This is an optimization exercise on Yosys and OpenROAD, whose aim is small area, not a production implementation. No functional check of the RTL was part of any run shown here. No activity file was given, so power comes from the tool's default toggle rates.

File: design/flow/config.mk
export PLATFORM = sky130hd
export DESIGN_NAME = decode_stage
export DESIGN_NICKNAME = decode_stage
export VERILOG_FILES = /design/flow/design.v
export SDC_FILE = /design/flow/constraint.sdc
export NUM_CORES = 4
export LEC_CHECK = 0
export CAP_MARGIN = 20
export CORE_MARGIN = 2
export CORE_UTILIZATION = 30
export PLACE_DENSITY = 0.5
export SLEW_MARGIN = 20
export SYNTH_HIERARCHICAL = 1
File: design/flow/constraint.sdc
create_clock -name core_clock -period 7.0 [get_ports {clock}]
set_input_delay 1.4000 -clock core_clock [delete_from_list [all_inputs] [get_ports {clock}]]
set_output_delay 1.4000 -clock core_clock [all_outputs]
set_load 0.01 [all_outputs]
File: design/flow/design.v
package mips_isa_pkg;
    localparam int IMM_W       = 16;                 
    localparam int INDEX_W     = 26;                 
    localparam int PC_REGION_W = 32 - INDEX_W - 2;  
    typedef logic [32-1:0]       word_t;
    typedef logic [5-1:0] reg_addr_t;
    typedef logic [5:0]             opcode_t;
    typedef logic [5:0]             funct_t;
    typedef logic [4:0]             shamt_t;
    typedef logic [IMM_W-1:0]       imm16_t;
    typedef logic [INDEX_W-1:0]     index_t;
    typedef struct packed {
        opcode_t   opcode;
        reg_addr_t rs;
        reg_addr_t rt;
        reg_addr_t rd;
        shamt_t    shamt;
        funct_t    funct;
    } r_fmt_t;
    typedef struct packed {
        opcode_t   opcode;
        reg_addr_t rs;
        reg_addr_t rt;
        imm16_t    imm;
    } i_fmt_t;
    typedef struct packed {
        opcode_t opcode;
        index_t  index;
    } j_fmt_t;
    localparam opcode_t OPC_RTYPE = 6'b000000;
    localparam opcode_t OPC_J     = 6'b000010;
    localparam opcode_t OPC_JAL   = 6'b000011;
    localparam opcode_t OPC_BEQ   = 6'b000100;
    localparam opcode_t OPC_BNE   = 6'b000101;
    localparam opcode_t OPC_ADDI  = 6'b001000;
    localparam opcode_t OPC_ADDIU = 6'b001001;
    localparam opcode_t OPC_SLTI  = 6'b001010;
    localparam opcode_t OPC_SLTIU = 6'b001011;
    localparam opcode_t OPC_ANDI  = 6'b001100;
    localparam opcode_t OPC_ORI   = 6'b001101;
    localparam opcode_t OPC_XORI  = 6'b001110;
    localparam opcode_t OPC_LUI   = 6'b001111;
    localparam opcode_t OPC_LW    = 6'b100011;
    localparam opcode_t OPC_SW    = 6'b101011;
    localparam logic [3:0] FUNCT_SHIFT_GRP = 4'b0000;  
    localparam logic [2:0] FUNCT_JUMP_GRP  = 3'b001;   
endpackage
package decode_pkg;
    typedef logic [2:0] command_t;
    typedef logic [5:0] control_t;
    typedef logic [2:0] imm_kind_t;
    typedef logic [1:0] target_kind_t;
    typedef logic [1:0] dest_kind_t;
    localparam command_t CMD_NONE        = 3'd0;
    localparam command_t CMD_ALU         = 3'd1;
    localparam command_t CMD_JUMP_BRANCH = 3'd2;
    localparam command_t CMD_LOAD        = 3'd3;
    localparam command_t CMD_STORE       = 3'd7;
    localparam control_t CTRL_NONE = 6'b000000;
    localparam control_t CTRL_ADD  = 6'b100000;
    localparam control_t CTRL_AND  = 6'b100100;
    localparam control_t CTRL_OR   = 6'b100101;
    localparam control_t CTRL_XOR  = 6'b100110;
    localparam control_t CTRL_SLT  = 6'b101010;
    localparam control_t CTRL_LUI  = 6'b111111;
    localparam control_t CTRL_BEQ  = 6'd1;
    localparam control_t CTRL_BNE  = 6'd2;
    localparam control_t CTRL_J    = 6'd3;
    localparam control_t CTRL_JAL  = 6'd4;
    localparam imm_kind_t IMM_NONE    = 3'd0;
    localparam imm_kind_t IMM_SHAMT   = 3'd1;  
    localparam imm_kind_t IMM_SEXT16  = 3'd2;
    localparam imm_kind_t IMM_ZEXT16  = 3'd3;
    localparam imm_kind_t IMM_UPPER16 = 3'd4;  
    localparam imm_kind_t IMM_LINK    = 3'd5;  
    localparam target_kind_t TGT_NONE   = 2'd0;
    localparam target_kind_t TGT_NEXT   = 2'd1;
    localparam target_kind_t TGT_BRANCH = 2'd2;
    localparam target_kind_t TGT_JUMP   = 2'd3;
    localparam dest_kind_t DEST_NONE = 2'd0;
    localparam dest_kind_t DEST_RD   = 2'd1;
    localparam dest_kind_t DEST_RT   = 2'd2;
endpackage
import mips_isa_pkg::*;
module decode_stage_reg (
    input  logic                           clock,
    input  logic                           reset,
    input  logic                           clear,
    input  logic                           stall,
    input  logic [4*32-1:0] instructions,
    input  logic [4*32-1:0] pcs,
    output logic [4*32-1:0] slot_words,
    output logic [4*32-1:0] slot_pcs
);
    localparam int W = 4 * 32;
    logic hold, load;
    assign hold = !reset && stall;
    assign load = !reset && !stall && !clear;
    logic [W-1:0] words_next, pcs_next;
    for (genvar i = 0; i < W; i++) begin : g_next
        ao22 word_i (.a1(hold), .a2(slot_words[i]), .b1(load), .b2(instructions[i]), .x(words_next[i]));
        ao22 pc_i   (.a1(hold), .a2(slot_pcs[i]),   .b1(load), .b2(pcs[i]),          .x(pcs_next[i]));
    end
    always_ff @(posedge clock) begin
        slot_words <= words_next;
        slot_pcs   <= pcs_next;
    end
endmodule
module ao22 (
    input  logic a1,
    input  logic a2,
    input  logic b1,
    input  logic b2,
    output logic x
);
    assign x = (a1 & a2) | (b1 & b2);
endmodule
module ao221 (
    input  logic a1,
    input  logic a2,
    input  logic b1,
    input  logic b2,
    input  logic c1,
    output logic x
);
    assign x = (a1 & a2) | (b1 & b2) | c1;
endmodule
module ao222 (
    input  logic a1,
    input  logic a2,
    input  logic b1,
    input  logic b2,
    input  logic c1,
    input  logic c2,
    output logic x
);
    assign x = (a1 & a2) | (b1 & b2) | (c1 & c2);
endmodule
module and2 (
    input  logic a,
    input  logic b,
    output logic x
);
    assign x = a & b;
endmodule
module or2 (
    input  logic a,
    input  logic b,
    output logic x
);
    assign x = a | b;
endmodule
module xor2 (
    input  logic a,
    input  logic b,
    output logic x
);
    assign x = a ^ b;
endmodule
module xnor2 (
    input  logic a,
    input  logic b,
    output logic x
);
    assign x = !(a ^ b);
endmodule
module nand2 (
    input  logic a,
    input  logic b,
    output logic y
);
    assign y = !(a & b);
endmodule
module nand2b (
    input  logic a_n,
    input  logic b,
    output logic y
);
    assign y = a_n | !b;
endmodule
module nor2 (
    input  logic a,
    input  logic b,
    output logic y
);
    assign y = !(a | b);
endmodule
module ao21 (
    input  logic a1,
    input  logic a2,
    input  logic b1,
    output logic x
);
    assign x = (a1 & a2) | b1;
endmodule
module ha (
    input  logic a,
    input  logic b,
    output logic s,
    output logic co
);
    assign s  = a ^ b;
    assign co = a & b;
endmodule
module fa (
    input  logic a,
    input  logic b,
    input  logic c,
    output logic s,
    output logic co
);
    assign s  = a ^ b ^ c;
    assign co = (a & b) | (a & c) | (b & c);
endmodule
import mips_isa_pkg::*;
import decode_pkg::*;
module slot_decoder (
    input  mips_isa_pkg::word_t  word,
    output decode_pkg::command_t command,
    output decode_pkg::control_t control_signal,
    output logic                 sel_imm,
    output logic                 is_branch,    
    output logic                 rs_used,      
    output logic                 rt_used,      
    output logic                 rd_from_rd,   
    output logic                 rd_from_rt,   
    output logic                 imm_shamt,    
    output logic                 imm_low,      
    output logic                 imm_upper,    
    output logic                 imm_sign,     
    output logic                 imm_link,     
    output logic                 tgt_sum,      
    output logic                 tgt_jump      
);
    logic [5:0] op;
    logic [5:0] f;
    assign op = word[31:26];
    assign f  = word[5:0];
    logic n54, op_lo, n3lo, is_rtype, is_ialu, o32, is_jump, is_jal, n42, is_mem, is_sw;
    logic nlui, is_lui, n31, rtype_or_branch, ialu_or_mem;
    nor2  n54_i   (.a(op[5]), .b(op[4]), .y(n54));                        
    or3   oplo_i  (.a(op[2]), .b(op[1]), .c(op[0]), .x(op_lo));           
    nor2  n3lo_i  (.a(op[3]), .b(op_lo), .y(n3lo));                       
    and2  rtype_i (.a(n54), .b(n3lo), .x(is_rtype));                      
    and2  ialu_i  (.a(n54), .b(op[3]), .x(is_ialu));                      
    or2   o32_i   (.a(op[3]), .b(op[2]), .x(o32));
    and3b jump_i  (.a_n(o32), .b(n54), .c(op[1]), .x(is_jump));           
    and2  jal_i   (.a(is_jump), .b(op[0]), .x(is_jal));                   
    nor2  n42_i   (.a(op[4]), .b(op[2]), .y(n42));
    and4  mem_i   (.a(op[5]), .b(n42), .c(op[1]), .d(op[0]), .x(is_mem));  
    and2  sw_i    (.a(is_mem), .b(op[3]), .x(is_sw));                     
    nand3 nlui_i  (.a(op[2]), .b(op[1]), .c(op[0]), .y(nlui));
    and4  lui_i   (.a(is_ialu), .b(op[2]), .c(op[1]), .d(op[0]), .x(is_lui));
    nor2  n31_i   (.a(op[3]), .b(op[1]), .y(n31));
    and3  br_i    (.a(n54), .b(op[2]), .c(n31), .x(is_branch));           
    or2   rb_i    (.a(is_rtype), .b(is_branch), .x(rtype_or_branch));
    or2   im_i    (.a(is_ialu), .b(is_mem), .x(ialu_or_mem));
    logic nf54, nf32, rjump, nrd;
    nor2  nf54_i  (.a(f[5]), .b(f[4]), .y(nf54));
    nor2  nf32_i  (.a(f[3]), .b(f[2]), .y(nf32));
    and3  rjump_i (.a(is_rtype), .b(nf54), .c(f[3]), .x(rjump));          
    nor2  nrd_i   (.a(is_rtype), .b(ialu_or_mem), .y(nrd));
    nor2  cmd0_i  (.a(nrd), .b(rjump), .y(command[0]));
    or4   cmd1_i  (.a(rjump), .b(is_branch), .c(is_jump), .d(is_mem), .x(command[1]));
    assign command[2] = is_sw;
    logic ctl3_i_term, nbj, beq_or_j, ctl0_i_term, nop0_13, j_only, bne_or_j;
    ao21  ctl5_i  (.a1(is_rtype), .a2(f[5]), .b1(is_ialu), .x(control_signal[5]));
    ao21  ctl4_i  (.a1(is_rtype), .a2(f[4]), .b1(is_lui), .x(control_signal[4]));
    and3b ctl3t_i (.a_n(op[2]), .b(is_ialu), .c(op[1]), .x(ctl3_i_term));  
    ao211 ctl3_i  (.a1(is_rtype), .a2(f[3]), .b1(ctl3_i_term), .c1(is_lui), .x(control_signal[3]));
    ao221 ctl2_i  (.a1(is_rtype), .a2(f[2]), .b1(is_ialu), .b2(op[2]), .c1(is_jal), .x(control_signal[2]));
    nor2  nop0_i  (.a(op[0]), .b(o32), .y(nop0_13));                      
    and3  jonly_i (.a(n54), .b(op[1]), .c(nop0_13), .x(j_only));          
    ao21  bnej_i  (.a1(is_branch), .a2(op[0]), .b1(j_only), .x(bne_or_j));
    ao221 ctl1_i  (.a1(is_rtype), .a2(f[1]), .b1(is_ialu), .b2(op[1]), .c1(bne_or_j), .x(control_signal[1]));
    nor2  nbj_i   (.a(is_branch), .b(is_jump), .y(nbj));
    nor2  beqj_i  (.a(op[0]), .b(nbj), .y(beq_or_j));                     
    and3  ctl0t_i (.a(is_ialu), .b(op[2]), .c(op[0]), .x(ctl0_i_term));   
    ao211 ctl0_i  (.a1(is_rtype), .a2(f[0]), .b1(ctl0_i_term), .c1(beq_or_j), .x(control_signal[0]));
    ao311 sel_i   (.a1(is_rtype), .a2(nf54), .a3(nf32), .b1(ialu_or_mem), .c1(is_jal), .x(sel_imm));
    logic n20;
    or2   rs_i    (.a(rtype_or_branch), .b(ialu_or_mem), .x(rs_used));
    assign rt_used    = rtype_or_branch;
    assign rd_from_rd = is_rtype;
    assign rd_from_rt = ialu_or_mem;
    assign imm_shamt  = is_rtype;
    ao21  low_i   (.a1(is_ialu), .a2(nlui), .b1(is_mem), .x(imm_low));
    assign imm_upper  = is_lui;
    nor2  n20_i   (.a(op[2]), .b(op[0]), .y(n20));                        
    ao32  sign_i  (.a1(is_ialu), .a2(n20), .a3(word[15]), .b1(is_mem), .b2(word[15]), .x(imm_sign));
    assign imm_link   = is_jal;
    assign tgt_sum    = rtype_or_branch;
    assign tgt_jump   = is_jump;
endmodule
module and3b (
    input  logic a_n,
    input  logic b,
    input  logic c,
    output logic x
);
    assign x = !a_n & b & c;
endmodule
module and3 (
    input  logic a,
    input  logic b,
    input  logic c,
    output logic x
);
    assign x = a & b & c;
endmodule
module and4 (
    input  logic a,
    input  logic b,
    input  logic c,
    input  logic d,
    output logic x
);
    assign x = a & b & c & d;
endmodule
module or3 (
    input  logic a,
    input  logic b,
    input  logic c,
    output logic x
);
    assign x = a | b | c;
endmodule
module or4 (
    input  logic a,
    input  logic b,
    input  logic c,
    input  logic d,
    output logic x
);
    assign x = a | b | c | d;
endmodule
module nand3 (
    input  logic a,
    input  logic b,
    input  logic c,
    output logic y
);
    assign y = !(a & b & c);
endmodule
module ao211 (
    input  logic a1,
    input  logic a2,
    input  logic b1,
    input  logic c1,
    output logic x
);
    assign x = (a1 & a2) | b1 | c1;
endmodule
module ao32 (
    input  logic a1,
    input  logic a2,
    input  logic a3,
    input  logic b1,
    input  logic b2,
    output logic x
);
    assign x = (a1 & a2 & a3) | (b1 & b2);
endmodule
module ao311 (
    input  logic a1,
    input  logic a2,
    input  logic a3,
    input  logic b1,
    input  logic c1,
    output logic x
);
    assign x = (a1 & a2 & a3) | b1 | c1;
endmodule
import mips_isa_pkg::*;
import decode_pkg::*;
module operand_former (
    input  mips_isa_pkg::word_t      word,
    input  mips_isa_pkg::word_t      pc,
    input  logic                     is_branch,
    input  logic                     rs_used,
    input  logic                     rt_used,
    input  logic                     rd_from_rd,
    input  logic                     rd_from_rt,
    input  logic                     imm_shamt,
    input  logic                     imm_low,
    input  logic                     imm_upper,
    input  logic                     imm_sign,
    input  logic                     imm_link,
    input  logic                     tgt_sum,
    input  logic                     tgt_jump,
    output mips_isa_pkg::reg_addr_t  rd,
    output mips_isa_pkg::reg_addr_t  rs,
    output mips_isa_pkg::reg_addr_t  rt,
    output mips_isa_pkg::word_t      imm,
    output mips_isa_pkg::word_t      target_pc
);
    mips_isa_pkg::word_t next_pc;
    pc_adder adder_i (
        .a         (pc[31:2]),
        .w         (word[15:0]),
        .is_branch (is_branch),
        .sum       (next_pc[31:2])
    );
    assign next_pc[1:0] = pc[1:0];
    for (genvar k = 0; k < 5; k++) begin : g_reg
        and2 rs_i (.a(rs_used), .b(word[21+k]), .x(rs[k]));
        and2 rt_i (.a(rt_used), .b(word[16+k]), .x(rt[k]));
        ao22 rd_i (.a1(rd_from_rd), .a2(word[11+k]), .b1(rd_from_rt), .b2(word[16+k]), .x(rd[k]));
    end
    for (genvar k = 0; k < 5; k++) begin : g_imm_shamt
        ao222 imm_i (.a1(imm_shamt), .a2(word[6+k]), .b1(imm_low), .b2(word[k]),
                     .c1(imm_link), .c2(next_pc[k]), .x(imm[k]));
    end
    for (genvar k = 5; k < 16; k++) begin : g_imm_low
        ao22 imm_i (.a1(imm_low), .a2(word[k]), .b1(imm_link), .b2(next_pc[k]), .x(imm[k]));
    end
    for (genvar k = 16; k < 32; k++) begin : g_imm_high
        ao221 imm_i (.a1(imm_upper), .a2(word[k-16]), .b1(imm_link), .b2(next_pc[k]),
                     .c1(imm_sign), .x(imm[k]));
    end
    for (genvar k = 0; k < 2; k++) begin : g_tgt_align
        and2 tgt_i (.a(tgt_sum), .b(pc[k]), .x(target_pc[k]));
    end
    for (genvar k = 2; k < 28; k++) begin : g_tgt_index
        ao22 tgt_i (.a1(tgt_sum), .a2(next_pc[k]), .b1(tgt_jump), .b2(word[k-2]), .x(target_pc[k]));
    end
    for (genvar k = 28; k < 32; k++) begin : g_tgt_region
        ao22 tgt_i (.a1(tgt_sum), .a2(next_pc[k]), .b1(tgt_jump), .b2(pc[k]), .x(target_pc[k]));
    end
endmodule
module pc_adder (
    input  logic [29:0] a,
    input  logic [15:0] w,
    input  logic        is_branch,
    output logic [29:0] sum
);
    logic [15:0] b;   
    logic [16:0] c;   
    logic [15:0] t;   
    logic [16:0] k;   
    logic [16:0] ones;  
    logic [15:0] n;   
    for (genvar i = 0; i < 16; i++) begin : g_gate
        and2 b_i (.a(is_branch), .b(w[i]), .x(b[i]));
    end
    xnor2 s0_i (.a(a[0]), .b(b[0]), .x(sum[0]));
    or2   c1_i (.a(a[0]), .b(b[0]), .x(c[1]));
    for (genvar i = 1; i < 6; i++) begin : g_ripple
        fa fa_i (.a(a[i]), .b(b[i]), .c(c[i]), .s(sum[i]), .co(c[i+1]));
    end
    for (genvar blk = 0; blk < 2; blk++) begin : g_blk
        localparam int S = 6 + 5 * blk;
        ha ha_i (.a(a[S]), .b(b[S]), .s(t[S]), .co(k[S+1]));
        xor2 s_i (.a(t[S]), .b(c[S]), .x(sum[S]));
        assign ones[S+1] = t[S];
        for (genvar i = S + 1; i < S + 5; i++) begin : g_bit
            fa    fa_i   (.a(a[i]), .b(b[i]), .c(k[i]), .s(t[i]), .co(k[i+1]));
            and2  ones_i (.a(ones[i]), .b(t[i]), .x(ones[i+1]));
            nand2 n_i    (.a(c[S]), .b(ones[i]), .y(n[i]));
            xnor2 s_i    (.a(t[i]), .b(n[i]), .x(sum[i]));
        end
        ao21 c_i (.a1(ones[S+5]), .a2(c[S]), .b1(k[S+5]), .x(c[S+5]));
    end
    logic         x16, nx16;
    logic [28:16] e;      
    logic [29:17] run;    
    logic [29:17] fl;     
    xor2  x16_i  (.a(c[16]), .b(b[15]), .x(x16));
    xnor2 nx16_i (.a(c[16]), .b(b[15]), .x(nx16));
    xor2  s16_i  (.a(a[16]), .b(x16), .x(sum[16]));
    for (genvar i = 16; i < 29; i++) begin : g_e
        if (i % 2 == 1 || i == 16) begin : g_true
            xor2  e_i (.a(a[i]), .b(b[15]), .x(e[i]));
        end else begin : g_inv
            xnor2 e_i (.a(a[i]), .b(b[15]), .x(e[i]));
        end
    end
    assign run[17] = e[16];
    for (genvar i = 18; i < 30; i++) begin : g_run
        if (i % 2 == 0) begin : g_nand
            nand2 run_i (.a(run[i-1]), .b(e[i-1]), .y(run[i]));
        end else begin : g_nor
            nor2  run_i (.a(run[i-1]), .b(e[i-1]), .y(run[i]));
        end
    end
    for (genvar i = 17; i < 30; i++) begin : g_high
        if (i % 2 == 1) begin : g_odd
            nand2 fl_i  (.a(x16), .b(run[i]), .y(fl[i]));
            xnor2 sum_i (.a(a[i]), .b(fl[i]), .x(sum[i]));
        end else begin : g_even
            nor2  fl_i  (.a(nx16), .b(run[i]), .y(fl[i]));
            xor2  sum_i (.a(a[i]), .b(fl[i]), .x(sum[i]));
        end
    end
endmodule
import mips_isa_pkg::*;
import decode_pkg::*;
module decode_stage (
    input  logic                                 clock,
    input  logic                                 reset,
    input  logic                                 clear,
    input  logic                                 stall,
    input  logic [4*32-1:0]       instructions,
    input  logic [4*32-1:0]       pcs,
    output logic [4*5-1:0] rd,
    output logic [4*5-1:0] rs,
    output logic [4*5-1:0] rt,
    output logic [4*3-1:0]           command,
    output logic [4*6-1:0]           control_signal,
    output logic [4-1:0]             sel_imm,
    output logic [4*32-1:0]       imm,
    output logic [4*32-1:0]       target_pc,
    output logic [4*32-1:0]       out_pcs
);
    logic [4*32-1:0] slot_words;
    logic [4*32-1:0] slot_pcs;
    decode_stage_reg stage_reg_i (
        .clock        (clock),
        .reset        (reset),
        .clear        (clear),
        .stall        (stall),
        .instructions (instructions),
        .pcs          (pcs),
        .slot_words   (slot_words),
        .slot_pcs     (slot_pcs)
    );
    for (genvar i = 0; i < 4; i++) begin : g_slot
        logic is_branch, rs_used, rt_used, rd_from_rd, rd_from_rt;
        logic imm_shamt, imm_low, imm_upper, imm_sign, imm_link, tgt_sum, tgt_jump;
        slot_decoder decoder_i (
            .word           (slot_words[i*32 +: 32]),
            .is_branch      (is_branch),
            .command        (command[i*3 +: 3]),
            .control_signal (control_signal[i*6 +: 6]),
            .sel_imm        (sel_imm[i]),
            .rs_used        (rs_used),
            .rt_used        (rt_used),
            .rd_from_rd     (rd_from_rd),
            .rd_from_rt     (rd_from_rt),
            .imm_shamt      (imm_shamt),
            .imm_low        (imm_low),
            .imm_upper      (imm_upper),
            .imm_sign       (imm_sign),
            .imm_link       (imm_link),
            .tgt_sum        (tgt_sum),
            .tgt_jump       (tgt_jump)
        );
        operand_former former_i (
            .word       (slot_words[i*32 +: 32]),
            .pc         (slot_pcs[i*32 +: 32]),
            .is_branch  (is_branch),
            .rs_used    (rs_used),
            .rt_used    (rt_used),
            .rd_from_rd (rd_from_rd),
            .rd_from_rt (rd_from_rt),
            .imm_shamt  (imm_shamt),
            .imm_low    (imm_low),
            .imm_upper  (imm_upper),
            .imm_sign   (imm_sign),
            .imm_link   (imm_link),
            .tgt_sum    (tgt_sum),
            .tgt_jump   (tgt_jump),
            .rd         (rd[i*5 +: 5]),
            .rs         (rs[i*5 +: 5]),
            .rt         (rt[i*5 +: 5]),
            .imm        (imm[i*32 +: 32]),
            .target_pc  (target_pc[i*32 +: 32])
        );
        assign out_pcs[i*32 +: 32] = slot_pcs[i*32 +: 32];
    end
endmodule
File: design/flow/flow/run.sh
#!/bin/bash
# Standard layout, with the smallest buffer on every port and a clock tree of few, large clusters.
set -euo pipefail
bash standard.sh 'BUFFER_PORTS_ARGS=-buffer_cell sky130_fd_sc_hd__buf_1' \
  'CTS_ARGS=-sink_clustering_enable -repair_clock_nets -dont_use_dummy_load -buf_list sky130_fd_sc_hd__clkbuf_16 -sink_clustering_size 24 -sink_clustering_max_diameter 120' \
  finish > make_finish.log 2>&1
File: design/flow/standard.sh
#!/bin/bash
# synth_recipe.tcl (not shown) runs the flow's synth.tcl, then flattens the netlist and writes it again
# the make line also repeats each setting of config.mk as NAME=value (left out here)
make -C /OpenROAD-flow-scripts/flow DESIGN_CONFIG=/design/flow/config.mk WORK_HOME=/design/flow/orfs CLKGATE_MAP_FILE= SYNTH_SCRIPT=/design/flow/synth_recipe.tcl "${@:-finish}"
==> flow_summary.rst, run 1 <==
.. list-table::
   :header-rows: 1

   * - Metric
     - Value
   * - Static leakage
     - 0.007994 uW
   * - Violation count after the first detailed-route iteration
     - 1,475
   * - Fin Clk Skew
     - 0 ns
   * - Setup TNS
     - 0 ns
   * - Reg-to-Reg End
     - stage_reg_i.slot_pcs[30]
   * - Growth of design area from synthesis to finish
     - 29.14%
   * - Primary FF master, synth
     - sky130_fd_sc_hd__dfxtp_1
   * - IO buf count
     - 743
   * - Setup ws final
     - 0.1896 ns
   * - Non-filler instance count after layout
     - 2,948
   * - Most numerous cell on the critical path
     - sky130_fd_sc_hd__fa_1
   * - Routed Antenna Nets
     - 0
   * - Die Outline Area
     - 52,050 um2
   * - Capture point of the worst path
     - imm[121]
   * - Drt drc
     - 0
   * - Die span in y
     - 228.2 um
   * - Launch instance of the worst register-to-register path
     - stage_reg_i.slot_pcs[30]
   * - Critical Path Start
     - stage_reg_i.slot_words[125]
   * - Chip Width
     - 228.2 um
   * - Final critical delay including setup and external delays
     - 6.810 ns
   * - Setup repair after global routing missed its margin
     - false
   * - Internal
     - 2102 uW
   * - Power spent charging and discharging nets
     - 996.9 uW
   * - Final-report hold violation count
     - 0
   * - Actual transition at the worst max-transition pin
     - 1.059 ns
   * - Hold-fix buffers, CTS
     - 0
   * - Worst-path cell chain
     - nor2_1 -> and3_1 -> and2_1 -> or2_1 -> fa_1 -> fa_1 -> fa_1 -> fa_1 -> fa_1 -> a21o_1 -> a21o_1 -> xor2_4 -> nand2_1 -> xnor2_1 -> a221o_1 -> buf_1
   * - Clock Tree Buf Depth
     - 3
   * - Combined area of the multi-input logic cells
     - 9971 um2
   * - Final setup violation count
     - 0
   * - Category of the worst setup path capture point
     - primary output
   * - CTS HTree Levels
     - 1
   * - Number of cells in the design after placement
     - 2,919
   * - Wire length of the first global-routing pass
     - 105.3 mm
   * - Worst path arrival time
     - 5.41 ns
   * - Net count reported at finish
     - 2,586
   * - Final-layout fill cell count
     - 5,322
   * - Starting density of the core
     - 0.3023
   * - I/O pin total
     - 744
   * - Flop pwr share
     - 0.522
   * - First drt pass iteration count
     - 8
   * - Leading cell types by total area after synthesis
     - sky130_fd_sc_hd__dfxtp_1 (34%), sky130_fd_sc_hd__a22o_1 (26%), sky130_fd_sc_hd__fa_1 (6.9%)
   * - Detailed Place HPWL
     - 55.80 mm
   * - TritonCTS buffer count
     - 14
   * - Average cell area after synthesis
     - 10.14 um2
   * - Post-Place Setup Slack
     - 0.2958 ns
   * - Synth top cells by count
     - sky130_fd_sc_hd__a22o_1 (440), sky130_fd_sc_hd__dfxtp_1 (256), sky130_fd_sc_hd__and2_1 (160)
   * - Fraction of registers with async set/reset
     - 0
   * - Max-Cap Viols
     - 0
   * - Overflow after GRT
     - 0
   * - Site Rows
     - 82
   * - Cell type with the highest aggregate area in the netlist
     - sky130_fd_sc_hd__dfxtp_1
   * - Final routed wire length divided by cell count
     - 24.88 um
   * - Switching part of the total power
     - 0.3216
   * - Routed via count
     - 16.63k
   * - Antenna violations before repair
     - 15
   * - Combinational group share of total power
     - 0.194
   * - Worst Reg2Reg Path Length in Cells
     - 1
   * - Final Core Density
     - 0.3904
   * - Crit path launch type
     - flip-flop
   * - Routability-driven placement congestion ratio
     - 0.9375
   * - Cell area power density
     - 159.2 nW/um2
   * - Slowest-stage cell, CP
     - sky130_fd_sc_hd__fa_1
   * - Average vias per placed instance
     - 5.642
   * - Reg-to-reg slack, setup
     - 6.05 ns
   * - Largest vdd supply drop
     - 0.1845 mV
   * - Fraction of the yosys area taken by sequential cells
     - 0.3400
   * - Latest clock arrival within the worst-skew pair
     - 0.51 ns
   * - Clock tree from TritonCTS
     - yes
   * - Total number of clock tree sinks
     - 256
   * - Via count of the first global-routing pass
     - 15.84k
   * - Flops & latches, synth
     - 256
   * - Longest individual stage delay on the worst path
     - 0.51 ns
   * - Layout cell share with drive strength beyond 1
     - 0.03092
   * - Pins Over Slew Limit
     - 0
   * - Most frequent cell after synthesis
     - sky130_fd_sc_hd__a22o_1
   * - Worst hold path class
     - reg -> reg
   * - Synth unique cells
     - 26
   * - Number of synthesized flops with an enable pin
     - 0
   * - Synth warn
     - 7
   * - Critical Setup Path Class
     - reg -> out
   * - Drt total wl
     - 73.35 mm
   * - Required time reported for the critical path endpoint
     - 5.60 ns
   * - Max_slew headroom
     - 0.2940
   * - Total track usage
     - 0.2615
   * - Clock-pin slew reported for the worst setup and hold paths after clock tree synthesis
     - 0.10 ns
   * - Timing-limited maximum frequency
     - 0.1468 GHz
   * - Crit-path max FO
     - 8
   * - Number of instances in the synthesized netlist
     - 1,486
   * - Design Area, Final
     - 19,470 um2
   * - Nets in the synthesized netlist
     - 1,806
   * - Status
     - finished clean
   * - Post-detailed-placement cell area
     - 18,860 um2
   * - Netlist Area Pre-Place
     - 15,070 um2
   * - Register cell area after layout
     - 5129 um2
   * - Post-synth top area share
     - 0.3400
   * - Root cell of the clock tree
     - sky130_fd_sc_hd__clkbuf_16
   * - Maximum number of pins on one net before global-route repair
     - 134
   * - Fin crit share
     - 0.9729
   * - Clock Power Share
     - 0.284
   * - Standard cell core area
     - 49,860 um2
==> per-stage QoR <==
step           hold WS [ns]  total power, uW
2_1_floorplan        0.4649             1949
3_3_place_gp         0.4830             2240
3_5_place_dp         0.4895             2241
4_1_cts              0.5168             3128
5_1_grt              0.5464             3222
6_report             0.5157             3099
==> critical path, delay by kind of cell (launching register included) <==
family                     cells  cell delay, ns
and+or+nand+nor                5            0.77
adders and majority gates      5            2.09
buffers and inverters          1            0.16
xor gates and xnor gates       2            0.69
DFF                            1            0.41
AOI/OAI and AO/OA              3            0.78
==> cells in the final DEF (no fill, tap or decap), types with 51 or more instances in the layout <==
master	Yosys	routed
sky130_fd_sc_hd__xor2_1	68	62
sky130_fd_sc_hd__fa_1	52	51
sky130_fd_sc_hd__nor2_1	96	96
sky130_fd_sc_hd__buf_1	0	742
sky130_fd_sc_hd__a22o_1	440	440
sky130_fd_sc_hd__xnor2_1	92	84
sky130_fd_sc_hd__dfxtp_1	256	253
sky130_fd_sc_hd__a221o_1	72	72
sky130_fd_sc_hd__and2_1	160	160
sky130_fd_sc_hd__nand2_1	84	84
==> power by group through the flow <==
stage | Sequential (uW) | Combinational (uW) | Clock, uW
after global placement | 1650 | 591 | 0
after floorplan | 1620 | 329 | 0
after global routing | 1630 | 641 | 953
after detailed placement | 1650 | 592 | 0
after CTS | 1620 | 595 | 916
final | 1620 | 601 | 880
==> per-module statistics from Yosys (local to each module, per instance), a selection <==
| module | flip-flops and latches | cell area, um2 | cells inside | times used |
|---|---|---|---|---|
| or4 | 0 | 7.507 | 1 | 4 |
| and2 | 0 | 6.256 | 1 | 160 |
| slot_decoder | 0 | 22.52 | 3 | 4 |
| xor2 | 0 | 8.758 | 1 | 68 |
| and3b | 0 | 8.758 | 1 | 8 |
| or2 | 0 | 6.256 | 1 | 20 |
| ao221 | 0 | 10.01 | 1 | 72 |
| decode_stage_reg | 256 | 5144 | 258 | 1 |
| ao311 | 0 | 10.01 | 1 | 4 |
| xnor2 | 0 | 8.758 | 1 | 92 |
| ao21 | 0 | 7.507 | 1 | 24 |
| nand2 | 0 | 3.754 | 1 | 84 |
| ao211 | 0 | 8.758 | 1 | 8 |
| and4 | 0 | 8.758 | 1 | 8 |
| ha | 0 | 12.51 | 1 | 8 |
==> routing by layer <==
| layer | track usage | up-vias | wire length (um) |
|---|---|---|---|
| li1 | - | 7368 | - |
| met1 | 0.3220 | 8282 | 29550 |
| met2 | 0.4321 | 838 | 34820 |
| met3 | 0.06400 | 143 | 5752 |
| met4 | 0.1172 | 2 | 3209 |
| met5 | 0 | - | 13 |
==> cell families (layout without fill, tap and decap cells) <==
group,Yosys count,after routing,synth area share
compound gates,572,572,0.3387
xor+xnor,160,160,0.09297
fa+ha+maj,60,60,0.07570
buf+inv,32,810,0.01096
flops,256,256,0.3400
other cells,0,12,0
simple gates,406,406,0.1417
==> area by class of cell <==
class	count	share of cell area
multi-input cells	1198	0.5122
repair buffers	776	0.1577
well taps	672	0.04319
diodes	12	0.001543
flip-flops and latches	256	0.2635
inverters	20	0.003857
clock buffers	14	0.01800
==> sequential cells by signal, summed over array words and instances (netlist names) <==
register and cells:
stage_reg_i.slot_words 128, stage_reg_i.slot_pcs 128
==> timing repair <==
item,CTS,global route
gates resized for setup,4,22
setup buffers,0,2
endpoints found under the setup margin,34,86
endpoints found under the hold margin,0,0
==> worst min path at each step <==
stage	start	cells after the start	endpoint
after floorplan	stage_reg_i.slot_words[117]	1	stage_reg_i.slot_words[117]
after global placement	stage_reg_i.slot_words[25]	1	stage_reg_i.slot_words[25]
after detailed placement	stage_reg_i.slot_words[127]	1	stage_reg_i.slot_words[127]
after CTS	stage_reg_i.slot_words[53]	1	stage_reg_i.slot_words[53]
after global routing	stage_reg_i.slot_words[127]	1	stage_reg_i.slot_words[127]
final	stage_reg_i.slot_words[127]	1	stage_reg_i.slot_words[127]
==> run 2, diff against run 1 <==
==> design/flow/flow/run.sh (replaced) <==
#!/bin/bash
# Standard layout, with the smallest buffer on every port and a clock tree of few, large clusters.
set -euo pipefail
bash standard.sh 'BUFFER_PORTS_ARGS=-buffer_cell sky130_fd_sc_hd__buf_1' \
  'CTS_ARGS=-sink_clustering_enable -repair_clock_nets -dont_use_dummy_load -buf_list sky130_fd_sc_hd__clkbuf_8 -sink_clustering_size 16 -sink_clustering_max_diameter 80' \
  finish > make_finish.log 2>&1
==> run 2 against run 1 <==
Effect of this change:
- still clean on timing, DRC and antenna
- synthesized cell count did not move
- final area rose by 0.37%
- cell count rose by 0.34%
- routed wire length rose by 0.58%
- clock power fell by 2%
- first-iteration DRC count rose by 7.9%
- worst hold slack got worse by 0.0053 ns
- utilization rose by 0.15 points
- die area did not move
- fmax barely moved
- critical path type unchanged
- largest power group unchanged
- highest routed layer unchanged
==> flow_summary.rst, run 2 <==
.. list-table::
   :header-rows: 1

   * - Metric
     - Value
   * - Synth top cells by count
     - sky130_fd_sc_hd__a22o_1 (440), sky130_fd_sc_hd__dfxtp_1 (256), sky130_fd_sc_hd__and2_1 (160) (unchanged)
   * - Largest vdd supply drop
     - 0.1186 mV (was 0.1845 mV)
   * - Clock Tree Buf Depth
     - 3 (unchanged)
   * - Net count reported at finish
     - 2,597 (was 2,586)
   * - Layout cell share with drive strength beyond 1
     - 0.04132 (was 0.03092)
   * - Latest clock arrival within the worst-skew pair
     - 0.60 ns (was 0.51 ns)
   * - Via count of the first global-routing pass
     - 15.90k (was 15.84k)
   * - Flops & latches, synth
     - 256 (unchanged)
   * - Starting density of the core
     - 0.3023 (unchanged)
   * - Max-Cap Viols
     - 0 (unchanged)
   * - Status
     - finished clean (unchanged)
   * - Drt drc
     - 0 (unchanged)
   * - Number of synthesized flops with an enable pin
     - 0 (unchanged)
   * - Netlist Area Pre-Place
     - 15,070 um2 (unchanged)
   * - Most frequent standard cell in the layout excluding fill and tap cells
     - sky130_fd_sc_hd__buf_1 (unchanged)
   * - IO buf count
     - 743 (unchanged)
   * - Maximum number of pins on one net before global-route repair
     - 134 (unchanged)
   * - Synth warn
     - 7 (unchanged)
   * - Violation count after the first detailed-route iteration
     - 1,591 (was 1,475)
   * - Final routed wire length divided by cell count
     - 24.94 um (was 24.88 um)
   * - Die Outline Area
     - 52,050 um2 (unchanged)
   * - Final-report hold violation count
     - 0 (unchanged)
   * - Cell type with the highest aggregate area in the netlist
     - sky130_fd_sc_hd__dfxtp_1 (unchanged)
   * - Most frequent cell after synthesis
     - sky130_fd_sc_hd__a22o_1 (unchanged)
   * - Overflow after GRT
     - 0 (unchanged)
   * - Buffering stage count on the worst path with inverters included
     - 1 (unchanged)
   * - Biggest registers after layout
     - stage_reg_i.slot_pcs (128), stage_reg_i.slot_words (128) (unchanged)
   * - Worst hold path class
     - reg -> reg (unchanged)
   * - Growth of design area from synthesis to finish
     - 29.63% (was 29.14%)
   * - TritonCTS buffer count
     - 25 (was 14)
   * - Clock tree from TritonCTS
     - yes (unchanged)
   * - Longest individual stage delay on the worst path
     - 0.43 ns (was 0.51 ns)
   * - Cell area power density
     - 157.8 nW/um2 (was 159.2 nW/um2)
   * - Worst-path cell chain
     - nor2_1 -> and3_1 -> and2_1 -> or2_1 -> fa_1 -> fa_1 -> fa_1 -> fa_1 -> fa_2 -> a21o_1 -> a21o_2 -> xor2_4 -> nand2_1 -> xnor2_2 -> a22o_1 -> buf_1 (was nor2_1 -> and3_1 -> and2_1 -> or2_1 -> fa_1 -> fa_1 -> fa_1 -> fa_1 -> fa_1 -> a21o_1 -> a21o_1 -> xor2_4 -> nand2_1 -> xnor2_1 -> a221o_1 -> buf_1)
   * - CTS HTree Levels
     - 1 (unchanged)
   * - Required time reported for the critical path endpoint
     - 5.60 ns (about the same)
   * - Post-synth top area share
     - 0.3400 (unchanged)
   * - Wire length of the first global-routing pass
     - 105.9 mm (was 105.3 mm)
   * - Delay-heaviest family, CP
     - adder cells (unchanged)
   * - Leading cell types by total area after synthesis
     - sky130_fd_sc_hd__dfxtp_1 (34%), sky130_fd_sc_hd__a22o_1 (26%), sky130_fd_sc_hd__fa_1 (6.9%) (unchanged)
   * - Fin Clk Skew
     - 0 ns (unchanged)
   * - Pins Over Slew Limit
     - 0 (unchanged)
   * - Most numerous cell on the critical path
     - sky130_fd_sc_hd__fa_1 (unchanged)
   * - Max_slew headroom
     - 0.2309 (was 0.2940)
   * - Fin crit share
     - 0.9724 (was 0.9729)
   * - Setup repair after global routing missed its margin
     - false (unchanged)
   * - Actual transition at the worst max-transition pin
     - 1.154 ns (was 1.059 ns)
   * - Timing-limited maximum frequency
     - 0.1469 GHz (was 0.1468 GHz)
   * - Final critical delay including setup and external delays
     - 6.807 ns (was 6.810 ns)
   * - Standard cell core area
     - 49,860 um2 (unchanged)
   * - Post-detailed-placement cell area
     - 18,860 um2 (unchanged)
   * - Clock-pin slew reported for the worst setup and hold paths after clock tree synthesis
     - 0.09 ns (was 0.10 ns)
   * - Static leakage
     - 0.008018 uW (was 0.007994 uW)
   * - I/O pin total
     - 744 (unchanged)
   * - Average cell area after synthesis
     - 10.14 um2 (unchanged)
   * - Category of the worst setup path capture point
     - primary output (unchanged)
   * - Critical Setup Path Class
     - reg -> out (unchanged)
   * - Slowest-stage cell, CP
     - sky130_fd_sc_hd__fa_2 (was sky130_fd_sc_hd__fa_1)
   * - Primary FF master, synth
     - sky130_fd_sc_hd__dfxtp_1 (unchanged)
   * - Number of instances in the synthesized netlist
     - 1,486 (unchanged)
   * - Root cell of the clock tree
     - sky130_fd_sc_hd__clkbuf_8 (was sky130_fd_sc_hd__clkbuf_16)
   * - Fraction of the yosys area taken by sequential cells
     - 0.3400 (unchanged)
   * - Average vias per placed instance
     - 5.589 (was 5.642)
   * - Design Area, Final
     - 19,540 um2 (was 19,470 um2)
   * - Hold-fix buffers, CTS
     - 0 (unchanged)
   * - Final Core Density
     - 0.3919 (was 0.3904)
   * - Chip Width
     - 228.2 um (unchanged)
   * - Total track usage
     - 0.2633 (was 0.2615)
   * - Routability-driven placement congestion ratio
     - 0.9375 (unchanged)
   * - Routed via count
     - 16.53k (was 16.63k)
   * - Fraction of registers with async set/reset
     - 0 (unchanged)
   * - Drt total wl
     - 73.77 mm (was 73.35 mm)
   * - Crit-path max FO
     - 8 (unchanged)
   * - Detailed Place HPWL
     - 55.80 mm (unchanged)
   * - Die span in y
     - 228.2 um (unchanged)
   * - Worst path arrival time
     - 5.41 ns (about the same)
   * - First drt pass iteration count
     - 6 (was 8)
   * - Routed Antenna Nets
     - 0 (unchanged)
   * - Final setup violation count
     - 0 (unchanged)
   * - Antenna violations before repair
     - 14 (was 15)
   * - Crit path launch type
     - flip-flop (unchanged)
   * - Total number of clock tree sinks
     - 256 (unchanged)
   * - Synth unique cells
     - 26 (unchanged)
   * - Site Rows
     - 82 (unchanged)
   * - Nets in the synthesized netlist
     - 1,806 (unchanged)
   * - Commonest cells after routing, fill and taps aside
     - sky130_fd_sc_hd__buf_1 (742), sky130_fd_sc_hd__a22o_1 (440), sky130_fd_sc_hd__dfxtp_1 (253) (unchanged)
run 2: worst paths after layout:
path	startpoint	endpoint	slack (ns)	cells past startpoint
hold reg to reg	stage_reg_i.slot_words[53]	stage_reg_i.slot_words[53]	0.51	1
hold / removal	stage_reg_i.slot_words[53]	stage_reg_i.slot_words[53]	0.51	1
setup / recovery	stage_reg_i.slot_words[125]	target_pc[119]	0.19	16
setup reg to reg	stage_reg_i.slot_pcs[30]	stage_reg_i.slot_pcs[30]	6.10	1
run 2: layer usage:
layer	track usage	wire length [um]	vias to the layer above
li1	-	-	7376
met2	0.4348	35370	832
met4	0.1174	2977	2
met1	0.3241	29380	8182
met5	0	13	-
met3	0.06525	6028	140
run 2: cell families after synthesis:
logic type	synth area share
xor gates and xnor gates	0.09297
DFF	0.3400
adders and majority gates	0.07570
AOI/OAI and AO/OA	0.3387
buffers and inverters	0.01096
and+or+nand+nor	0.1417
run 2: repair_timing:
item,in CTS,in global routing
gates resized for setup,13,27
endpoints found under the setup margin,80,88
cloned,0,0
hold endpoints to repair,0,0
pin swaps,0,0
buffers inserted,0,2
run 2: area by class of cell:
class	instances	area (um2)
inverter	20	75.07
multi-input combinational	1198	10050
timing repair buffer	776	3070
fill	5288	30320
clock buffer	25	344.1
sequential	256	5129
antenna	11	27.53
tap	672	840.8
run 2: per-module statistics from Yosys (local to each module, per instance), a selection:
module            cells  flops+latches
and3b                 1              0
ao32                  1              0
nand2                 1              0
slot_decoder          3              0
and3                  1              0
xnor2                 1              0
ha                    1              0
and2                  1              0
ao21                  1              0
decode_stage_reg    258            256
ao211                 1              0
nor2                  1              0
or2                   1              0
ao222                 2              0
run 2: report_power, final:
part / switching (uW) / internal (uW)
clock: 544 / 317
sequential: 104 / 1510
combinational: 377 / 227
total: 1030 / 2060
run 2: stage by stage:
stage	worst slack (ns)	TNS, ns	total power (uW)	hold WS (ns)	instances
after detailed placement	0.2958	0	2241	0.4895	2919
final	0.1929	0	3084	0.5104	2958
after global placement	0.4623	0	2240	0.4830	2919
after global routing	0.0008127	0	3215	0.5437	2958
after floorplan	0.1516	0	1949	0.4649	1486
after CTS	-0.1586	-1.753	3107	0.5131	2944
==> run 3, diff against run 2 <==
--- a/design/flow/config.mk
+++ b/design/flow/config.mk
@@ -5,9 +5,9 @@
 export SDC_FILE = /design/flow/constraint.sdc
 export NUM_CORES = 4
 export LEC_CHECK = 0
-export CAP_MARGIN = 20
+export CAP_MARGIN = 0
 export CORE_MARGIN = 2
 export CORE_UTILIZATION = 30
 export PLACE_DENSITY = 0.5
-export SLEW_MARGIN = 20
+export SLEW_MARGIN = 0
 export SYNTH_HIERARCHICAL = 1
==> run 3 against run 2 <==
Effect of this change:
- still clean
- first-iteration DRC count is 4.5% higher
- clock skew unchanged
- final area fell by 0.14%
- critical path depth stayed put
- combinational power barely moved
- largest cell class unchanged
- largest power group unchanged
==> flow_summary.rst, run 3 <==
.. list-table::
   :header-rows: 1

   * - Metric
     - Value
   * - Netlist Area Pre-Place
     - 15,070 um2 (unchanged)
   * - Site Rows
     - 82 (unchanged)
   * - Routed via count
     - 16.64k (was 16.53k)
   * - Mux contribution to synthesized area
     - 0 (unchanged)
   * - Maximum number of pins on one net before global-route repair
     - 134 (unchanged)
   * - Required time reported for the critical path endpoint
     - 5.60 ns (about the same)
   * - Starting density of the core
     - 0.3023 (unchanged)
   * - Flop pwr share
     - 0.525 (about the same)
   * - Hold-fix buffers, CTS
     - 0 (unchanged)
   * - Drt drc
     - 0 (unchanged)
   * - I/O pin total
     - 744 (unchanged)
   * - Leading cell types by total area after synthesis
     - sky130_fd_sc_hd__dfxtp_1 (34%), sky130_fd_sc_hd__a22o_1 (26%), sky130_fd_sc_hd__fa_1 (6.9%) (unchanged)
   * - Total track usage
     - 0.2633 (unchanged)
   * - Reg-to-Reg End
     - stage_reg_i.slot_pcs[30] (unchanged)
   * - Internal
     - 2057 uW (was 2058 uW)
   * - Die span in y
     - 228.2 um (unchanged)
   * - Final-report hold violation count
     - 0 (unchanged)
   * - Number of cells in the design after placement
     - 2,919 (unchanged)
   * - Worst hold path class
     - reg -> reg (unchanged)
   * - CTS HTree Levels
     - 1 (unchanged)
   * - Actual transition at the worst max-transition pin
     - 1.217 ns (was 1.154 ns)
   * - Register cell area after layout
     - 5129 um2 (unchanged)
   * - Fin crit share
     - 0.9704 (was 0.9724)
   * - Crit. path cell count
     - 16 (unchanged)
   * - Number of instances in the synthesized netlist
     - 1,486 (unchanged)
   * - Clock Tree Buf Depth
     - 3 (unchanged)
   * - Total number of clock tree sinks
     - 256 (unchanged)
   * - Wire length of the first global-routing pass
     - 105.9 mm (unchanged)
   * - Layout cell share with drive strength beyond 1
     - 0.04046 (was 0.04132)
   * - Worst-path cell chain
     - nor2_1 -> and3_1 -> and2_1 -> or2_1 -> fa_1 -> fa_1 -> fa_1 -> fa_1 -> fa_2 -> a21o_1 -> a21o_2 -> xor2_4 -> nand2_1 -> xnor2_2 -> a22o_1 -> buf_1 (unchanged)
   * - Max-Cap Viols
     - 0 (unchanged)
   * - Overflow after GRT
     - 0 (unchanged)
   * - Clock Power Share
     - 0.280 (was 0.279)
   * - Cell type with the highest aggregate area in the netlist
     - sky130_fd_sc_hd__dfxtp_1 (unchanged)
   * - Detailed Place HPWL
     - 55.80 mm (unchanged)
   * - Combinational group share of total power
     - 0.196 (about the same)
   * - Routed Antenna Nets
     - 0 (unchanged)
   * - Combined area of the multi-input logic cells
     - 10,050 um2 (unchanged)
   * - Antenna violations before repair
     - 14 (unchanged)
   * - Power spent charging and discharging nets
     - 1028 uW (was 1025 uW)
   * - Synth unique cells
     - 26 (unchanged)
   * - Worst path arrival time
     - 5.39 ns (was 5.41 ns)
   * - WHS
     - 0.5105 ns (was 0.5104 ns)
   * - Final setup violation count
     - 0 (unchanged)
   * - Reg-to-reg slack, setup
     - 6.11 ns (was 6.10 ns)
   * - Most numerous cell on the critical path
     - sky130_fd_sc_hd__fa_1 (unchanged)
   * - Drt total wl
     - 73.76 mm (was 73.77 mm)
   * - Primary FF master, synth
     - sky130_fd_sc_hd__dfxtp_1 (unchanged)
   * - Delay-heaviest family, CP
     - adder cells (unchanged)
   * - Critical Setup Path Class
     - reg -> out (unchanged)
   * - Synth warn
     - 7 (unchanged)
   * - Share of synthesized cell area in and, or, nand and nor gates
     - 0.1417 (unchanged)
   * - Most frequent standard cell in the layout excluding fill and tap cells
     - sky130_fd_sc_hd__buf_1 (unchanged)
   * - Post-synthesis compound-gate area fraction
     - 0.3387 (unchanged)
   * - IO buf count
     - 743 (unchanged)
   * - Timing-limited maximum frequency
     - 0.1472 GHz (was 0.1469 GHz)
   * - Final routed wire length divided by cell count
     - 24.94 um (about the same)
   * - Root cell of the clock tree
     - sky130_fd_sc_hd__clkbuf_8 (unchanged)
   * - Average vias per placed instance
     - 5.626 (was 5.589)
   * - Most frequent cell after synthesis
     - sky130_fd_sc_hd__a22o_1 (unchanged)
   * - Largest vdd supply drop
     - 0.1190 mV (was 0.1186 mV)
   * - Longest individual stage delay on the worst path
     - 0.43 ns (about the same)
   * - Clock tree from TritonCTS
     - yes (unchanged)
   * - Switching part of the total power
     - 0.3331 (was 0.3325)
   * - Standard cell core area
     - 49,860 um2 (unchanged)
   * - Violation count after the first detailed-route iteration
     - 1,662 (was 1,591)
   * - Clock-pin slew reported for the worst setup and hold paths after clock tree synthesis
     - 0.09 ns (about the same)
   * - Cell area power density
     - 158.1 nW/um2 (was 157.8 nW/um2)
   * - Slowest-stage cell, CP
     - sky130_fd_sc_hd__fa_2 (unchanged)
   * - Xor-xnor portion of the synthesized cell area
     - 0.09297 (unchanged)
   * - Setup repair after global routing missed its margin
     - false (unchanged)
   * - Flops & latches, synth
     - 256 (unchanged)
   * - Number of synthesized flops with an enable pin
     - 0 (unchanged)
   * - Die Outline Area
     - 52,050 um2 (unchanged)
   * - Pins Over Slew Limit
     - 0 (unchanged)
   * - Biggest registers after layout
     - stage_reg_i.slot_pcs (128), stage_reg_i.slot_words (128) (unchanged)
   * - Fin Clk Skew
     - 0 ns (unchanged)
   * - Launch instance of the worst register-to-register path
     - stage_reg_i.slot_pcs[30] (unchanged)
   * - Non-filler instance count after layout
     - 2,957 (was 2,958)
   * - Category of the worst setup path capture point
     - primary output (unchanged)
   * - Static leakage
     - 0.008005 uW (was 0.008018 uW)
   * - Latest clock arrival within the worst-skew pair
     - 0.60 ns (about the same)
   * - Post-synth top area share
     - 0.3400 (unchanged)
   * - Max_slew headroom
     - 0.1884 (was 0.2309)
   * - Largest family of logic cells by synthesized area
     - compound AO/OA/AOI/OAI gates (unchanged)
   * - TritonCTS buffer count
     - 25 (unchanged)
   * - Status
     - finished clean (unchanged)
   * - Synth top cells by count
     - sky130_fd_sc_hd__a22o_1 (440), sky130_fd_sc_hd__dfxtp_1 (256), sky130_fd_sc_hd__and2_1 (160) (unchanged)
   * - Adder-Cell Fraction of Synth Area
     - 0.07570 (unchanged)
   * - Routability-driven placement congestion ratio
     - 0.9375 (unchanged)
   * - Fraction of registers with async set/reset
     - 0 (unchanged)
   * - Via count of the first global-routing pass
     - 15.90k (unchanged)
   * - First drt pass iteration count
     - 6 (unchanged)
   * - Crit-path max FO
     - 8 (unchanged)
   * - Buffering stage count on the worst path with inverters included
     - 1 (unchanged)
   * - Net count reported at finish
     - 2,596 (was 2,597)
   * - Average cell area after synthesis
     - 10.14 um2 (unchanged)
   * - Crit path launch type
     - flip-flop (unchanged)
   * - Final critical delay including setup and external delays
     - 6.793 ns (was 6.807 ns)
   * - Fraction of the yosys area taken by sequential cells
     - 0.3400 (unchanged)
   * - Chip Width
     - 228.2 um (unchanged)
   * - Final-layout fill cell count
     - 5,292 (was 5,288)
   * - Capture point of the worst path
     - target_pc[119] (unchanged)
   * - Commonest cells after routing, fill and taps aside
     - sky130_fd_sc_hd__buf_1 (742), sky130_fd_sc_hd__a22o_1 (440), sky130_fd_sc_hd__dfxtp_1 (253) (unchanged)
   * - Worst Reg2Reg Path Length in Cells
     - 1 (unchanged)
   * - Growth of design area from synthesis to finish
     - 29.44% (was 29.63%)
   * - Critical Path Start
     - stage_reg_i.slot_words[125] (unchanged)
   * - Nets in the synthesized netlist
     - 1,806 (unchanged)
==> run 3: cell counts after synthesis <==
Identical to the previous run, type by type.
==> run 3: cells by family (layout without fill, tap and decap cells) <==
kind of cell	after synthesis	count (layout)
AOI/OAI and AO/OA	572	572
and+or+nand+nor	406	406
DFF	256	256
xor gates and xnor gates	160	160
adders and majority gates	60	60
buffers and inverters	32	820
other	0	11
==> run 3: layer usage <==
layer,wire length (um),vias up,track usage
met5,13,-,0
met4,2782,2,0.1174
met3,6051,125,0.06525
met2,35470,860,0.4348
met1,29440,8278,0.3241
li1,-,7372,-
==> run 3: final cells by class <==
cell class / instances / area share
Tap cell: 672 / 0.04309
Antenna cell: 11 / 0.001411
Clock buffer: 25 / 0.01763
Inverter: 20 / 0.003848
Multi-Input combinational cell: 1198 / 0.5152
Sequential cell: 256 / 0.2629
Timing Repair Buffer: 775 / 0.1560
==> run 3: power by group through the flow <==
stage	combinational [uW]	clock, uW	sequential [uW]
floorplan	329	0	1620
global placement	591	0	1650
detailed placement	591	0	1650
CTS	596	895	1620
global route	641	945	1630
finish	603	863	1620
==> run 3: Yosys stat by module, one instance, submodules excluded, a selection <==
module	cells inside	times used	area, um2
decode_stage_reg	258	1	5144
ao222	2	20	13.76
and3b	1	8	8.758
ha	1	8	12.51
ao211	1	8	8.758
ao311	1	4	10.01
slot_decoder	3	4	22.52
ao22	1	440	8.758
and3	1	16	6.256
ao21	1	24	7.507
nand3	1	4	5.005
and4	1	8	8.758
or3	1	4	6.256
nand2	1	84	3.754
==> run 3: worst min path at each step <==
stage / endpoint / cells past startpoint / startpoint / slack [ns]
finish: stage_reg_i.slot_words[53] / 1 / stage_reg_i.slot_words[53] / 0.51
global route: stage_reg_i.slot_words[63] / 1 / stage_reg_i.slot_words[63] / 0.54
CTS: stage_reg_i.slot_words[53] / 1 / stage_reg_i.slot_words[53] / 0.51
detailed placement: stage_reg_i.slot_words[127] / 1 / stage_reg_i.slot_words[127] / 0.49
global placement: stage_reg_i.slot_words[25] / 1 / stage_reg_i.slot_words[25] / 0.48
floorplan: stage_reg_i.slot_words[117] / 1 / stage_reg_i.slot_words[117] / 0.46
==> run 3: what timing repair did <==
action                     in CTS  in global routing
hold endpoints to repair        0                  0
setup buffers                   0                  2
gates resized for setup        13                 27
setup endpoints to repair      80                 87
==> run 3: metrics by stage <==
stage                     total power [uW]  utilization  cell area (um2)  setup slack (ns)  setup TNS (ns)
after global routing                  3213       0.3913            19510         0.0008127               0
after detailed placement              2241       0.3783            18860            0.2958               0
after CTS                             3106       0.3872            19310           -0.1586          -1.759
after global placement                2240       0.3783            18860            0.4623               0
final                                 3085       0.3913            19510            0.2070               0
after floorplan                       1949            -            15080            0.1516               0
==> run 4, diff against run 3 <==
--- a/design/flow/design.v
+++ b/design/flow/design.v
@@ -444,7 +444,7 @@
         and2 b_i (.a(is_branch), .b(w[i]), .x(b[i]));
     end
     xnor2 s0_i (.a(a[0]), .b(b[0]), .x(sum[0]));
-    or2   c1_i (.a(a[0]), .b(b[0]), .x(c[1]));
+    ao21  c1_i (.a1(is_branch), .a2(w[0]), .b1(a[0]), .x(c[1]));
     for (genvar i = 1; i < 6; i++) begin : g_ripple
         fa fa_i (.a(a[i]), .b(b[i]), .c(c[i]), .s(sum[i]), .co(c[i+1]));
     end
--- a/design/flow/config.mk
+++ b/design/flow/config.mk
@@ -5,9 +5,9 @@
 export SDC_FILE = /design/flow/constraint.sdc
 export NUM_CORES = 4
 export LEC_CHECK = 0
-export CAP_MARGIN = 0
+export CAP_MARGIN = 20
 export CORE_MARGIN = 2
 export CORE_UTILIZATION = 30
 export PLACE_DENSITY = 0.5
-export SLEW_MARGIN = 0
+export SLEW_MARGIN = 20
 export SYNTH_HIERARCHICAL = 1
==> run 4 against run 3 <==
Effect of this change:
- critical path depth unchanged
- highest routed layer unchanged
- largest power group unchanged
- sequential cell count unchanged
- non-clock buffer count decreased by 1
- global-route usage increased by 0.093 points
==> flow_summary.rst, run 4 <==
.. list-table::
   :header-rows: 1

   * - Metric
     - Value
   * - Biggest registers after layout
     - stage_reg_i.slot_pcs (128), stage_reg_i.slot_words (128) (unchanged)
   * - Fin Clk Skew
     - 0 ns (unchanged)
   * - Fin crit share
     - 0.9708 (was 0.9704)
   * - Max_slew headroom
     - 0.3463 (was 0.1884)
   * - Cell area power density
     - 159.1 nW/um2 (was 158.1 nW/um2)
   * - Wire length of the first global-routing pass
     - 106.9 mm (was 105.9 mm)
   * - Average cell area after synthesis
     - 10.15 um2 (was 10.14 um2)
   * - Synth top cells by count
     - sky130_fd_sc_hd__a22o_1 (440), sky130_fd_sc_hd__dfxtp_1 (256), sky130_fd_sc_hd__and2_1 (160) (unchanged)
   * - Actual transition at the worst max-transition pin
     - 0.9805 ns (was 1.217 ns)
   * - Leading cell types by total area after synthesis
     - sky130_fd_sc_hd__dfxtp_1 (34%), sky130_fd_sc_hd__a22o_1 (26%), sky130_fd_sc_hd__fa_1 (6.9%) (unchanged)
   * - Tot Pwr
     - 3098 uW (was 3085 uW)
   * - Routability-driven placement congestion ratio
     - 0.9591 (was 0.9375)
   * - Routed Antenna Nets
     - 0 (unchanged)
   * - Setup TNS
     - 0 ns (unchanged)
   * - Static leakage
     - 0.008056 uW (was 0.008005 uW)
   * - Cell type with the highest aggregate area in the netlist
     - sky130_fd_sc_hd__dfxtp_1 (unchanged)
   * - Root cell of the clock tree
     - sky130_fd_sc_hd__clkbuf_8 (unchanged)
   * - Netlist Area Pre-Place
     - 15,080 um2 (was 15,070 um2)
   * - I/O pin total
     - 744 (unchanged)
   * - Net count reported at finish
     - 2,596 (unchanged)
   * - Largest vdd supply drop
     - 0.1354 mV (was 0.1190 mV)
   * - WHS
     - 0.5084 ns (was 0.5105 ns)
   * - Layout cell share with drive strength beyond 1
     - 0.03870 (was 0.04046)
   * - Antenna violations before repair
     - 18 (was 14)
   * - Category of the worst setup path capture point
     - primary output (unchanged)
   * - Number of synthesized flops with an enable pin
     - 0 (unchanged)
   * - Routed via count
     - 16.81k (was 16.64k)
   * - First drt pass iteration count
     - 8 (was 6)
   * - Met1 Track Usage GR
     - 0.3371 (was 0.3241)
   * - Global routing met3 resource utilization
     - 0.05700 (was 0.06525)
   * - Clock tree from TritonCTS
     - yes (unchanged)
   * - Drt drc
     - 0 (unchanged)
   * - Worst hold path class
     - reg -> reg (unchanged)
   * - Most frequent cell after synthesis
     - sky130_fd_sc_hd__a22o_1 (unchanged)
   * - Chip Width
     - 228.2 um (about the same)
   * - Clock-pin slew reported for the worst setup and hold paths after clock tree synthesis
     - 0.10 ns (was 0.09 ns)
   * - Drt total wl
     - 73.48 mm (was 73.76 mm)
   * - Die Outline Area
     - 52,070 um2 (was 52,050 um2)
   * - Overflow after GRT
     - 0 (unchanged)
   * - Detailed Place HPWL
     - 55.64 mm (was 55.80 mm)
   * - Latest clock arrival within the worst-skew pair
     - 0.62 ns (was 0.60 ns)
   * - Via count of the first global-routing pass
     - 16.07k (was 15.90k)
   * - Starting density of the core
     - 0.3024 (was 0.3023)
   * - Pins Over Slew Limit
     - 0 (unchanged)
   * - Die span in y
     - 228.2 um (about the same)
   * - Average vias per placed instance
     - 5.674 (was 5.626)
   * - Total track usage
     - 0.2642 (was 0.2633)
   * - Maximum number of pins on one net before global-route repair
     - 175 (was 134)
   * - Fraction of the yosys area taken by sequential cells
     - 0.3399 (was 0.3400)
   * - Hold-fix buffers, CTS
     - 0 (unchanged)
   * - Status
     - finished clean (unchanged)
   * - Synth warn
     - 7 (unchanged)
   * - Site Rows
     - 82 (unchanged)
   * - Standard cell core area
     - 49,860 um2 (unchanged)
   * - Max-Cap Viols
     - 0 (unchanged)
   * - Final routed wire length divided by cell count
     - 24.80 um (was 24.94 um)
   * - Commonest cells after routing, fill and taps aside
     - sky130_fd_sc_hd__buf_1 (743), sky130_fd_sc_hd__a22o_1 (440), sky130_fd_sc_hd__dfxtp_1 (252) (was sky130_fd_sc_hd__buf_1 (742), sky130_fd_sc_hd__a22o_1 (440), sky130_fd_sc_hd__dfxtp_1 (253))
   * - Final setup violation count
     - 0 (unchanged)
   * - Crit-path max FO
     - 21 (was 8)
   * - Primary FF master, synth
     - sky130_fd_sc_hd__dfxtp_1 (unchanged)
   * - Final-report hold violation count
     - 0 (unchanged)
   * - Flops & latches, synth
     - 256 (unchanged)
   * - Number of instances in the synthesized netlist
     - 1,486 (unchanged)
   * - IO buf count
     - 743 (unchanged)
   * - Nets in the synthesized netlist
     - 1,806 (unchanged)
   * - Synth unique cells
     - 26 (unchanged)
   * - Worst path arrival time
     - 5.40 ns (was 5.39 ns)
   * - Most used routing layer in global routing
     - met2 (unchanged)
   * - Post-synth top area share
     - 0.3399 (was 0.3400)
   * - Total number of clock tree sinks
     - 256 (unchanged)
   * - Fraction of registers with async set/reset
     - 0 (unchanged)
   * - Setup repair after global routing missed its margin
     - false (unchanged)
   * - Violation count after the first detailed-route iteration
     - 1,629 (was 1,662)
   * - Clock Tree Buf Depth
     - 3 (unchanged)
   * - TritonCTS buffer count
     - 26 (was 25)
   * - Growth of design area from synthesis to finish
     - 29.12% (was 29.44%)
   * - Timing-limited maximum frequency
     - 0.1472 GHz (about the same)
   * - Final-layout fill cell count
     - 5,322 (was 5,292)
   * - Required time reported for the critical path endpoint
     - 5.60 ns (about the same)
   * - Global Route met2 Usage
     - 0.4309 (was 0.4348)
   * - CTS HTree Levels
     - 1 (unchanged)
   * - Final critical delay including setup and external delays
     - 6.796 ns (was 6.793 ns)
   * - Crit path launch type
     - flip-flop (unchanged)
   * - Most frequent standard cell in the layout excluding fill and tap cells
     - sky130_fd_sc_hd__buf_1 (unchanged)
   * - Critical Setup Path Class
     - reg -> out (unchanged)
run 4: cell count changes after synthesis, sizes merged:
cell / delta
or2: -4
a21o: +4
run 4: critical path, stage by stage, from the launching register on:
cell,delay (ns)
sky130_fd_sc_hd__dfxtp_2,0.43
sky130_fd_sc_hd__nor2_1,0.06
sky130_fd_sc_hd__and3_2,0.34
sky130_fd_sc_hd__and2_1,0.23
sky130_fd_sc_hd__fa_1,0.42
sky130_fd_sc_hd__fa_1,0.41
sky130_fd_sc_hd__fa_1,0.40
sky130_fd_sc_hd__fa_1,0.41
sky130_fd_sc_hd__fa_2,0.44
sky130_fd_sc_hd__a21o_1,0.26
sky130_fd_sc_hd__a21o_1,0.21
sky130_fd_sc_hd__xor2_1,0.13
sky130_fd_sc_hd__buf_4,0.19
sky130_fd_sc_hd__nand2_1,0.10
sky130_fd_sc_hd__xnor2_2,0.30
sky130_fd_sc_hd__a22o_1,0.22
sky130_fd_sc_hd__buf_1,0.24
run 4: area by class of cell:
cell class / count / area [um2] / area share
multi-input cells: 1198 / 9976 / 0.5124
flip-flops and latches: 256 / 5130 / 0.2635
repair buffers: 774 / 3047 / 0.1565
well taps: 672 / 840.8 / 0.04319
clock buffers: 26 / 357.8 / 0.01838
inverters: 20 / 75.07 / 0.003856
diodes: 17 / 42.54 / 0.002185
run 4: timing repair:
item	4_1_cts	5_1_grt
endpoints found under the setup margin	57	83
gates resized for setup	10	22
gates cloned	0	0
setup buffers	0	1
run 4: routing by layer:
layer | routed length (um) | up-vias
met2 | 34760 | 953
met4 | 2800 | 2
met5 | 12 | -
li1 | - | 7410
met1 | 29710 | 8310
met3 | 6195 | 137
run 4: final timing paths:
check,endpoint,start,cells past startpoint,slack [ns]
hold / removal,stage_reg_i.slot_words[53],stage_reg_i.slot_words[53],1,0.51
hold reg to reg,stage_reg_i.slot_words[53],stage_reg_i.slot_words[53],1,0.51
setup / recovery,target_pc[119],stage_reg_i.slot_words[123],16,0.20
setup reg to reg,stage_reg_i.slot_words[79],stage_reg_i.slot_words[79],1,6.13
run 4: report_power, final:
part	internal [uW]	total, uW	switching, uW	leakage [uW]
clock	329	876	547	0.000187
sequential	1510	1620	105	0.00209
combinational	226	602	376	0.00578
run 4: per-stage QoR:
| stage | instance area, um2 | cells | worst slack [ns] | util |
|---|---|---|---|---|
| floorplan | 15080 | 1486 | 0.1516 | - |
| global route | 19470 | 2963 | 0.003202 | 0.3904 |
| finish | 19470 | 2963 | 0.2042 | 0.3904 |
| global placement | 18880 | 2919 | 0.5876 | 0.3786 |
| detailed placement | 18880 | 2919 | 0.4396 | 0.3786 |
| CTS | 19290 | 2945 | 0.01398 | 0.3870 |
run 4: kinds of logic (layout without fill, tap and decap cells):
logic type                 after synthesis  count (layout)  share of synthesized area
AOI/OAI and AO/OA                      576             576                     0.3406
DFF                                    256             256                     0.3399
other                                    0              17                          0
xor gates and xnor gates               160             160                    0.09294
and+or+nand+nor                        402             402                     0.1400
adders and majority gates               60              60                    0.07568
buffers and inverters                   32             820                    0.01095
run 4: Yosys stat by module, one instance, submodules excluded, a selection:
module / area, um2 / flops+latches / cells inside
or2: 6.256 / 0 / 1
and3: 6.256 / 0 / 1
ha: 12.51 / 0 / 1
nor2: 3.754 / 0 / 1
ao211: 8.758 / 0 / 1
nand2: 3.754 / 0 / 1
and3b: 8.758 / 0 / 1
or3: 6.256 / 0 / 1
ao221: 10.01 / 0 / 1

-- port drivers added, routing unchanged --
How much do the figures lean on ideal ports? The routed layouts below were timed once more, with nothing changed but the port constraints. Step 1 assumes that a clkbuf_16 drives the clock port and a buf_2 every other input. Step 2 moves the port delays by t, midway between the first and last clock arrival at a register: inputs arrive t later, outputs are due t later. That takes back most of the time a late clock gives input paths. Three values: no drivers, after step 1, after step 2; two values: the first two.
run	t, ns	setup slack, ns	hold WS [ns]	worst data-port slew with drivers (ns)
run 1	0.557	0.190 / 0.138 / 0.695	0.516 / 0.516 / 0.516	0.13
run 2	0.661	0.193 / 0.141 / 0.802	0.510 / 0.510 / 0.510	0.15
run 3	0.663	0.207 / 0.155 / 0.818	0.510 / 0.510 / 0.510	0.13
run 4	0.647	0.204 / 0.158 / 0.805	0.508 / 0.508 / 0.508	0.12
After both steps every run listed still meets setup and hold.
